What follows belongs to an exercise in optimizing a design on an open flow for small area, a short achievable clock period and few clock cycles per item; a production flow would make more cautious choices. The RTL was checked by simulation tests, not by an equivalence proof against the original design. Power and IR drop assume default switching activity.

$ cat flow/run.sh
#!/bin/bash
# synth_recipe.tcl (not shown) runs the flow's synth.tcl, then flattens the netlist and writes it again
# the make line also repeats each setting of config.mk as NAME=value (left out here)
make -C /OpenROAD-flow-scripts/flow DESIGN_CONFIG=/design/flow/config.mk WORK_HOME=/design/flow/orfs CLKGATE_MAP_FILE= SYNTH_SCRIPT=/design/flow/synth_recipe.tcl finish
$ cat flow/config.mk
export PLATFORM = sky130hd
export DESIGN_NAME = cache_wb_buffer
export DESIGN_NICKNAME = cache_wb_buffer
export VERILOG_FILES = /design/flow/design.v
export SDC_FILE = /design/flow/constraint.sdc
export NUM_CORES = 4
export LEC_CHECK = 0
export CAP_MARGIN = 20
export CORE_MARGIN = 2
export CORE_UTILIZATION = 40
export SLEW_MARGIN = 20
$ cat flow/design.v
package cache_pkg;
    localparam int unsigned BLOCK_WIDTH = 128;
    localparam int unsigned BADDR_WIDTH = 28;
    typedef enum logic [1:0] {
        IDLE   = 2'd0,
        RD_MEM = 2'd1,
        WR_MEM = 2'd2,
        RESP   = 2'd3
    } wb_state_e;
    typedef struct packed {
        logic [BADDR_WIDTH-1:0] addr;
        logic [BLOCK_WIDTH-1:0] data;
    } wb_entry_t;
endpackage
module wb_fifo
#(
    parameter  int unsigned DEPTH = 4,
    localparam int unsigned IW    = $clog2(DEPTH)
) (
    input  logic                   clk,
    input  logic                   rst,
    input  logic                   push,
    input  cache_pkg::wb_entry_t              push_entry,
    input  logic                   pop,
    input  logic                   cw_en,
    input  logic [IW-1:0]          cw_idx,
    input  logic [cache_pkg::BLOCK_WIDTH-1:0] cw_data,
    input  logic [cache_pkg::BADDR_WIDTH-1:0] lookup_addr,
    output logic                   hit_c,
    output logic [IW-1:0]          hit_idx_c,
    output logic [cache_pkg::BLOCK_WIDTH-1:0] hit_data_c,
    output cache_pkg::wb_entry_t              head_c,
    output logic                   full_c,
    output logic                   empty
);
    localparam int unsigned CW = IW + 1;
    logic [DEPTH-1:0][cache_pkg::BADDR_WIDTH-1:0] addr_q, addr_d;
    logic [DEPTH-1:0][cache_pkg::BLOCK_WIDTH-1:0] data_q, data_d;
    logic [DEPTH-1:0] valid_q, valid_d;
    logic [IW-1:0]    head_q, head_d;
    logic [IW-1:0]    tail_q, tail_d;
    logic [CW-1:0]    count_q, count_d;
    logic             empty_q, empty_d;
    always_comb begin
        hit_c     = 1'b0;
        hit_idx_c = '0;
        for (int unsigned i = 0; i < DEPTH; i++) begin
            if (valid_q[i] && (addr_q[i] == lookup_addr)) begin
                hit_c     = 1'b1;
                hit_idx_c = IW'(i);
            end
        end
    end
    always_comb begin
        hit_data_c = '0;
        head_c     = '0;
        for (int unsigned i = 0; i < DEPTH; i++) begin
            if (hit_idx_c == IW'(i)) hit_data_c = data_q[i];
            if (head_q == IW'(i))    head_c     = {addr_q[i], data_q[i]};
        end
    end
    assign full_c     = (count_q == CW'(DEPTH));
    assign empty      = empty_q;
    always_comb begin
        addr_d  = addr_q;
        data_d  = data_q;
        valid_d = valid_q;
        head_d  = head_q;
        tail_d  = tail_q;
        count_d = count_q;
        for (int unsigned i = 0; i < DEPTH; i++) begin
            if (cw_en && cw_idx == IW'(i)) begin
                data_d[i] = cw_data;
            end
            if (push && tail_q == IW'(i)) begin
                addr_d[i]  = push_entry[cache_pkg::BLOCK_WIDTH +: cache_pkg::BADDR_WIDTH];
                data_d[i]  = push_entry[0 +: cache_pkg::BLOCK_WIDTH];
                valid_d[i] = 1'b1;
            end
            if (pop && head_q == IW'(i)) begin
                valid_d[i] = 1'b0;
            end
        end
        if (push) begin
            tail_d          = tail_q + IW'(1);
            count_d         = count_d + CW'(1);
        end
        if (pop) begin
            head_d          = head_q + IW'(1);
            count_d         = count_d - CW'(1);
        end
        empty_d = (count_d == '0);
    end
    always_ff @(posedge clk) begin
        if (rst) begin
            valid_q <= '0;
            head_q  <= '0;
            tail_q  <= '0;
            count_q <= '0;
            empty_q <= 1'b1;
        end else begin
            valid_q <= valid_d;
            head_q  <= head_d;
            tail_q  <= tail_d;
            count_q <= count_d;
            empty_q <= empty_d;
        end
    end
    always_ff @(posedge clk) begin
        addr_q <= addr_d;
        data_q <= data_d;
    end
endmodule
module cache_wb_buffer
#(
    parameter int unsigned DEPTH = 4
) (
    input  logic                   clk,
    input  logic                   rst,
    input  logic                   c_read,
    input  logic                   c_write,
    input  logic [cache_pkg::BADDR_WIDTH-1:0] c_addr,
    input  logic [cache_pkg::BLOCK_WIDTH-1:0] c_wdata,
    output logic [cache_pkg::BLOCK_WIDTH-1:0] c_rdata,
    output logic                   c_ready,
    output logic                   mem_read,
    output logic                   mem_write,
    output logic [cache_pkg::BADDR_WIDTH-1:0] mem_addr,
    output logic [cache_pkg::BLOCK_WIDTH-1:0] mem_wdata,
    input  logic [cache_pkg::BLOCK_WIDTH-1:0] mem_rdata,
    input  logic                   mem_ready,
    output logic                   wb_empty
);
    localparam int unsigned IW = $clog2(DEPTH);
    cache_pkg::wb_state_e              state_q, state_d;
    logic                   c_ready_q, c_ready_d;
    logic [cache_pkg::BLOCK_WIDTH-1:0] c_rdata_q, c_rdata_d;
    logic                   mem_read_q, mem_read_d;
    logic                   mem_write_q, mem_write_d;
    logic [cache_pkg::BADDR_WIDTH-1:0] mem_addr_q, mem_addr_d;
    logic [cache_pkg::BLOCK_WIDTH-1:0] mem_wdata_q, mem_wdata_d;
    logic                   push, pop, cw_en;
    logic                   hit_c, full_c, fifo_empty;
    logic [IW-1:0]          hit_idx_c;
    logic [cache_pkg::BLOCK_WIDTH-1:0] hit_data_c;
    cache_pkg::wb_entry_t              head_c;
    logic [cache_pkg::BADDR_WIDTH-1:0] head_addr_c;
    logic [cache_pkg::BLOCK_WIDTH-1:0] head_data_c;
    cache_pkg::wb_entry_t              push_entry;
    assign push_entry = {c_addr, c_wdata};
    assign {head_addr_c, head_data_c} = head_c;
    wb_fifo #(.DEPTH(DEPTH)) u_fifo (
        .clk        (clk),
        .rst        (rst),
        .push       (push),
        .push_entry (push_entry),
        .pop        (pop),
        .cw_en      (cw_en),
        .cw_idx     (hit_idx_c),
        .cw_data    (c_wdata),
        .lookup_addr(c_addr),
        .hit_c      (hit_c),
        .hit_idx_c  (hit_idx_c),
        .hit_data_c (hit_data_c),
        .head_c     (head_c),
        .full_c     (full_c),
        .empty      (fifo_empty)
    );
    always_comb begin
        state_d     = state_q;
        c_ready_d   = 1'b0;
        c_rdata_d   = c_rdata_q;
        mem_read_d  = mem_read_q;
        mem_write_d = mem_write_q;
        mem_addr_d  = mem_addr_q;
        mem_wdata_d = mem_wdata_q;
        push        = 1'b0;
        pop         = 1'b0;
        cw_en       = 1'b0;
        unique case (state_q)
            cache_pkg::IDLE: begin
                if (c_read) begin
                    if (hit_c) begin
                        c_rdata_d = hit_data_c;
                        c_ready_d = 1'b1;
                        state_d   = cache_pkg::RESP;
                    end else begin
                        mem_read_d = 1'b1;
                        mem_addr_d = c_addr;
                        state_d    = cache_pkg::RD_MEM;
                    end
                end else if (c_write && hit_c) begin
                    cw_en     = 1'b1;
                    c_ready_d = 1'b1;
                    state_d   = cache_pkg::RESP;
                end else if (c_write && !full_c) begin
                    push      = 1'b1;
                    c_ready_d = 1'b1;
                    state_d   = cache_pkg::RESP;
                end else if (c_write || !fifo_empty) begin
                    mem_write_d = 1'b1;
                    mem_addr_d  = head_addr_c;
                    mem_wdata_d = head_data_c;
                    state_d     = cache_pkg::WR_MEM;
                end
            end
            cache_pkg::RD_MEM: begin
                if (mem_ready) begin
                    c_rdata_d  = mem_rdata;
                    mem_read_d = 1'b0;
                    c_ready_d  = 1'b1;
                    state_d    = cache_pkg::RESP;
                end
            end
            cache_pkg::WR_MEM: begin
                if (mem_ready) begin
                    pop         = 1'b1;
                    mem_write_d = 1'b0;
                    state_d     = cache_pkg::IDLE;
                end
            end
            cache_pkg::RESP: begin
                state_d = cache_pkg::IDLE;
            end
            default: begin
                state_d = cache_pkg::IDLE;
            end
        endcase
    end
    always_ff @(posedge clk) begin
        if (rst) begin
            state_q     <= cache_pkg::IDLE;
            c_ready_q   <= 1'b0;
            c_rdata_q   <= '0;
            mem_read_q  <= 1'b0;
            mem_write_q <= 1'b0;
            mem_addr_q  <= '0;
            mem_wdata_q <= '0;
        end else begin
            state_q     <= state_d;
            c_ready_q   <= c_ready_d;
            c_rdata_q   <= c_rdata_d;
            mem_read_q  <= mem_read_d;
            mem_write_q <= mem_write_d;
            mem_addr_q  <= mem_addr_d;
            mem_wdata_q <= mem_wdata_d;
        end
    end
    assign c_ready   = c_ready_q;
    assign c_rdata   = c_rdata_q;
    assign mem_read  = mem_read_q;
    assign mem_write = mem_write_q;
    assign mem_addr  = mem_addr_q;
    assign mem_wdata = mem_wdata_q;
    assign wb_empty  = fifo_empty;
endmodule
$ cat flow/constraint.sdc
create_clock -name core_clock -period 4.0 [get_ports {clk}]
set_input_delay 0.8000 -clock core_clock [delete_from_list [all_inputs] [get_ports {clk}]]
set_output_delay 0.8000 -clock core_clock [all_outputs]
set_load 0.01 [all_outputs]
==> results.txt <==
-- cells in the final DEF, fill, tap and decap left out, types with 128 or more instances in the layout --
master,n
sky130_fd_sc_hd__edfxtp_1,624
sky130_fd_sc_hd__clkdlybuf4s50_1,574
sky130_fd_sc_hd__dfxtp_1,301
sky130_fd_sc_hd__and2_1,132
sky130_fd_sc_hd__nor3_1,131
sky130_fd_sc_hd__buf_4,128
sky130_fd_sc_hd__o31a_1,128
sky130_fd_sc_hd__nand3_1,132
sky130_fd_sc_hd__a31oi_1,130
sky130_fd_sc_hd__o2bb2ai_1,128
sky130_fd_sc_hd__a211oi_1,151
sky130_fd_sc_hd__a21oi_1,451
sky130_fd_sc_hd__nor2_1,396
-- state kept, by name, summed over array words and instances, names as in the netlist --
register / flops
u_fifo.valid_q: 4
mem_wdata_q: 128
mem_write_q: 1
u_fifo.tail_q: 2
u_fifo.empty_q: 1
c_rdata_q: 128
c_ready_q: 1
u_fifo.count_q: 3
mem_addr_q: 28
u_fifo.head_q: 2
u_fifo.addr_q: 112
u_fifo.data_q: 512
state_q: 2
mem_read_q: 1
-- metrics by stage --
stage	power (mW)	cell area (µm²)	util
2_1_floorplan	12.8	42600	-
3_3_place_gp	14.5	50800	0.484
3_5_place_dp	14.5	50800	0.484
4_1_cts	24.1	54300	0.517
5_1_grt	24.7	54300	0.517
6_report	24.0	54300	0.517
-- logic make-up after synthesis --
logic type	Yosys count	share of synthesized area
compound gates	1305	0.221
simple gates	1014	0.114
flops	925	0.586
buf+inv	409	0.0430
xor+xnor	117	0.0246
mux	30	0.00711
fa+ha+maj	11	0.00326
-- metal layers --
layer  up-vias  GRT usage  share of wire
li1      15439          -              -
met1     17205      0.382           0.42
met2      1671      0.440           0.47
met3       266     0.0506          0.084
met4        16     0.0857          0.027
met5         -          0        0.00067
-- layout make-up --
class	count	share of cell area
Antenna cell	8	0.000369
Clock buffer	149	0.0557
Clock inverter	42	0.00756
Inverter	13	0.000899
Multi-Input combinational cell	2477	0.297
Sequential cell	925	0.456
Tap cell	1391	0.0321
Timing Repair Buffer	777	0.151
-- worst max-delay path: cells and delay by family --
| family | cells | cell delay (ns) |
|---|---|---|
| xor+xnor | 1 | 0.24 |
| compound gates | 3 | 0.82 |
| simple gates | 3 | 0.66 |
| buf+inv | 4 | 1.31 |
-- final timing paths --
kind	end	slack [ns]	cells after the start
worst min register to register	mem_addr_q[9]	0.46	2
worst max-delay path	mem_wdata_q[47]	0.60	11
worst max register to register	mem_wdata_q[47]	0.92	9
worst min-delay path	mem_addr_q[9]	0.46	2
-- report_power, final --
group / leakage [nW] / internal [mW] / switching [mW]
logic: 8.13 / 1.53 / 2.03
registers: 8.08 / 10.5 / 0.218
clock network: 1.70 / 5.69 / 3.96
==> results.txt <==
Die
The row count is 119. In this run the horizontal extent of the chip is 329 µm. The effective utilization at floorplan is 0.402. The count of pins on the block boundary is 577.

The floorplan die area is 108000 µm². The die is 329 µm tall. The core region is 105000 µm².

Synth
In the synthesized netlist, the cells that appear most often are sky130_fd_sc_hd__edfxtp_1 (624), sky130_fd_sc_hd__a21oi_1 (451), sky130_fd_sc_hd__nor2_1 (399). The cell count after synthesis came out at 3811. Ranked by total cell area, the synthesized netlist is headed by sky130_fd_sc_hd__edfxtp_1 (44%), sky130_fd_sc_hd__dfxtp_1 (14%), sky130_fd_sc_hd__a21oi_1 (5.3%). sky130_fd_sc_hd__edfxtp_1 is the most common cell in the netlist. The Yosys step of the flow raised 2 warnings. The share of flip-flops with an asynchronous set or reset after synthesis is 0. The average instance area after synthesis is 11.1 µm². The sequential area share after synthesis is 0.586.

The leading register cell type out of synthesis is sky130_fd_sc_hd__edfxtp_1. The number of library cell types mapped by synthesis is 57. The net count of the mapped netlist is 4111. The mapped netlist covers 42200 µm².

The most area-hungry cell type in the Yosys netlist is sky130_fd_sc_hd__edfxtp_1. The number of enable flip-flop cells after synthesis is 624. The register bit total from synthesis is 925.

The share of the synthesized area in the top cell type is 0.444.

Job
The number of violations of the max-capacitance limit is 0.

Setup path
The largest fanout of any net on the critical path is 48. The worst setup path startpoint is c_addr[10]. The element type at the critical path end is a register. STA puts the critical path data required time at 4.54 ns. The worst register-to-register path begins at u_fifo.addr_q[98]. The most frequent cell on the critical path is sky130_fd_sc_hd__buf_4. The setup path with the least slack is of type in2reg. Traced cell by cell, the critical path runs through clkdlybuf4s50_1, buf_4, xor2_1, nor4_1, nand4_1, o22ai_4, buf_4, o41ai_4, and2_4, buf_12, a211oi_2. The largest single stage delay on the critical path is 0.65 ns. STA classifies the critical path startpoint as an input pin. Among all stages on the critical path, the largest delay is contributed by sky130_fd_sc_hd__clkdlybuf4s50_1. Data on the critical path arrives at its endpoint at 3.94 ns.

Finish
The layout has 9243 filler cells. In the final design database the tool counted 4596 nets. Of the cells placed in the final design, the portion with a size suffix greater than 1 is 0.121. The non-filler instance count after layout is 5782. The area occupied by multi-input gates is 16100 µm².

In the final layout, flip-flops and latches occupy 24800 µm². The synthesis-to-layout area growth is 28.5%.

Route
Dividing the detail-routed via count by the number of cells gives 5.98. Dividing the detail-routed wire length by the instance count gives 26.7 µm. After detailed routing, the number of remaining DRC violations is 0. The first routing iteration left 3892 violations.

Wires add up to 155000 µm. The pre-antenna-repair detailed-routing pass consisted of 5 iterations. The number of nets with antenna violations after routing is 0.

The total number of vias is 34597.

Timing
The worst slew margin relative to its limit is 0.245. Setup repair after global routing left no endpoint under its margin. Based on the critical path, the design can be clocked at up to 294 MHz. Counting I/O delays and the setup requirement, the final critical path takes 3.40 ns.

The final hold violation count is 0. Once routing completed, OpenROAD measured the worst setup slack at 0.601 ns. The setup TNS is 0 ns.

Hold is met by 0.460 ns. On the final layout, the worst clock skew is 0.0295 ns. The number of setup violations in the final report is 0. Dividing the final minimum period by the clock period gives 0.850. The number of slew-limit violations in the final report is 0. The worst-margin pin slew is 1.13 ns.

Clocking
In this run, CTS created clock tree buffers numbering 102. The clock tree from TritonCTS is yes. The largest buffer count on any clock path is 3. The tree is rooted in a sky130_fd_sc_hd__clkbuf_16. The number of cells upsized or downsized after cts is 0. The CTS clock-pin slew for the worst setup and hold paths is 0.06 ns. CTS built an H-tree with a depth of 3. The count of hold buffers inserted by post-cts repair is 0. The post-CTS setup-driven buffer insertion count is 0. The clock latency on the worst-skew pair is 0.69 ns. The CTS sink count is 925.

GRT
Entering global routing, the biggest net connects 129 pins. The total overflow reported by the global router is 0. The via count of the first global-routing pass is 33543. The first-pass GRT wire length is 225000 µm. The total routing resource utilization after global routing is 0.276. The initial antenna violation count is 13.

Min path
The min-delay analysis places its worst path in the category reg2reg. The startpoint identified for the worst hold timing path is mem_addr_q[9].

Place
OpenSTA, run right after detailed placement, puts the worst setup slack at -0.0894 ns. Buffers placed on the I/O ports in this run total 576. The number of placed cells counting well taps is 5583. The routability-driven placement congestion ratio is 0.882.

Detailed placement finished with a half-perimeter wire length of 96700 µm.

Outcome
The flow ran to the end and the layout has no timing, DRC or antenna violations.

Pwr
The areal power density over the cells is 441 nW/µm². The reported leakage power is 17.9 nW. Across the VDD grid, the largest voltage drop is 0.323 mV.
Testbench counts, summed over its fixed seeds: cycles 43,739, requests 8,000.

afterwards: timing with drivers on the ports:
How much do the figures lean on ideal ports? The routed layout below was timed once more, with nothing changed but the port constraints.
Step 1 (the two cells are an assumption about what drives the block):
set clk [get_ports {clk}]
set_driving_cell -lib_cell sky130_fd_sc_hd__clkbuf_16 $clk
set_driving_cell -lib_cell sky130_fd_sc_hd__buf_2 [delete_from_list [all_inputs] $clk]
Step 2 times the ports against the registers' clock, not the clock port: input delays grow and output delays shrink by t, the midpoint of the rising clock arrivals with the driver on.
Slacks: ideal ports / drivers / drivers and shift; pairs: ideal ports / drivers.
t, ns: 0.748
slack for setup (ns): 0.601 / 0.645 / -0.103
worst slew at a driven data input, ns: 0.26
pins driven straight from the clock port: 1
With both steps, setup timing fails in this run, where it was met with ideal ports. For this run, drivers alone change the setup slack by +0.044 ns; drivers and shift together by -0.704 ns.
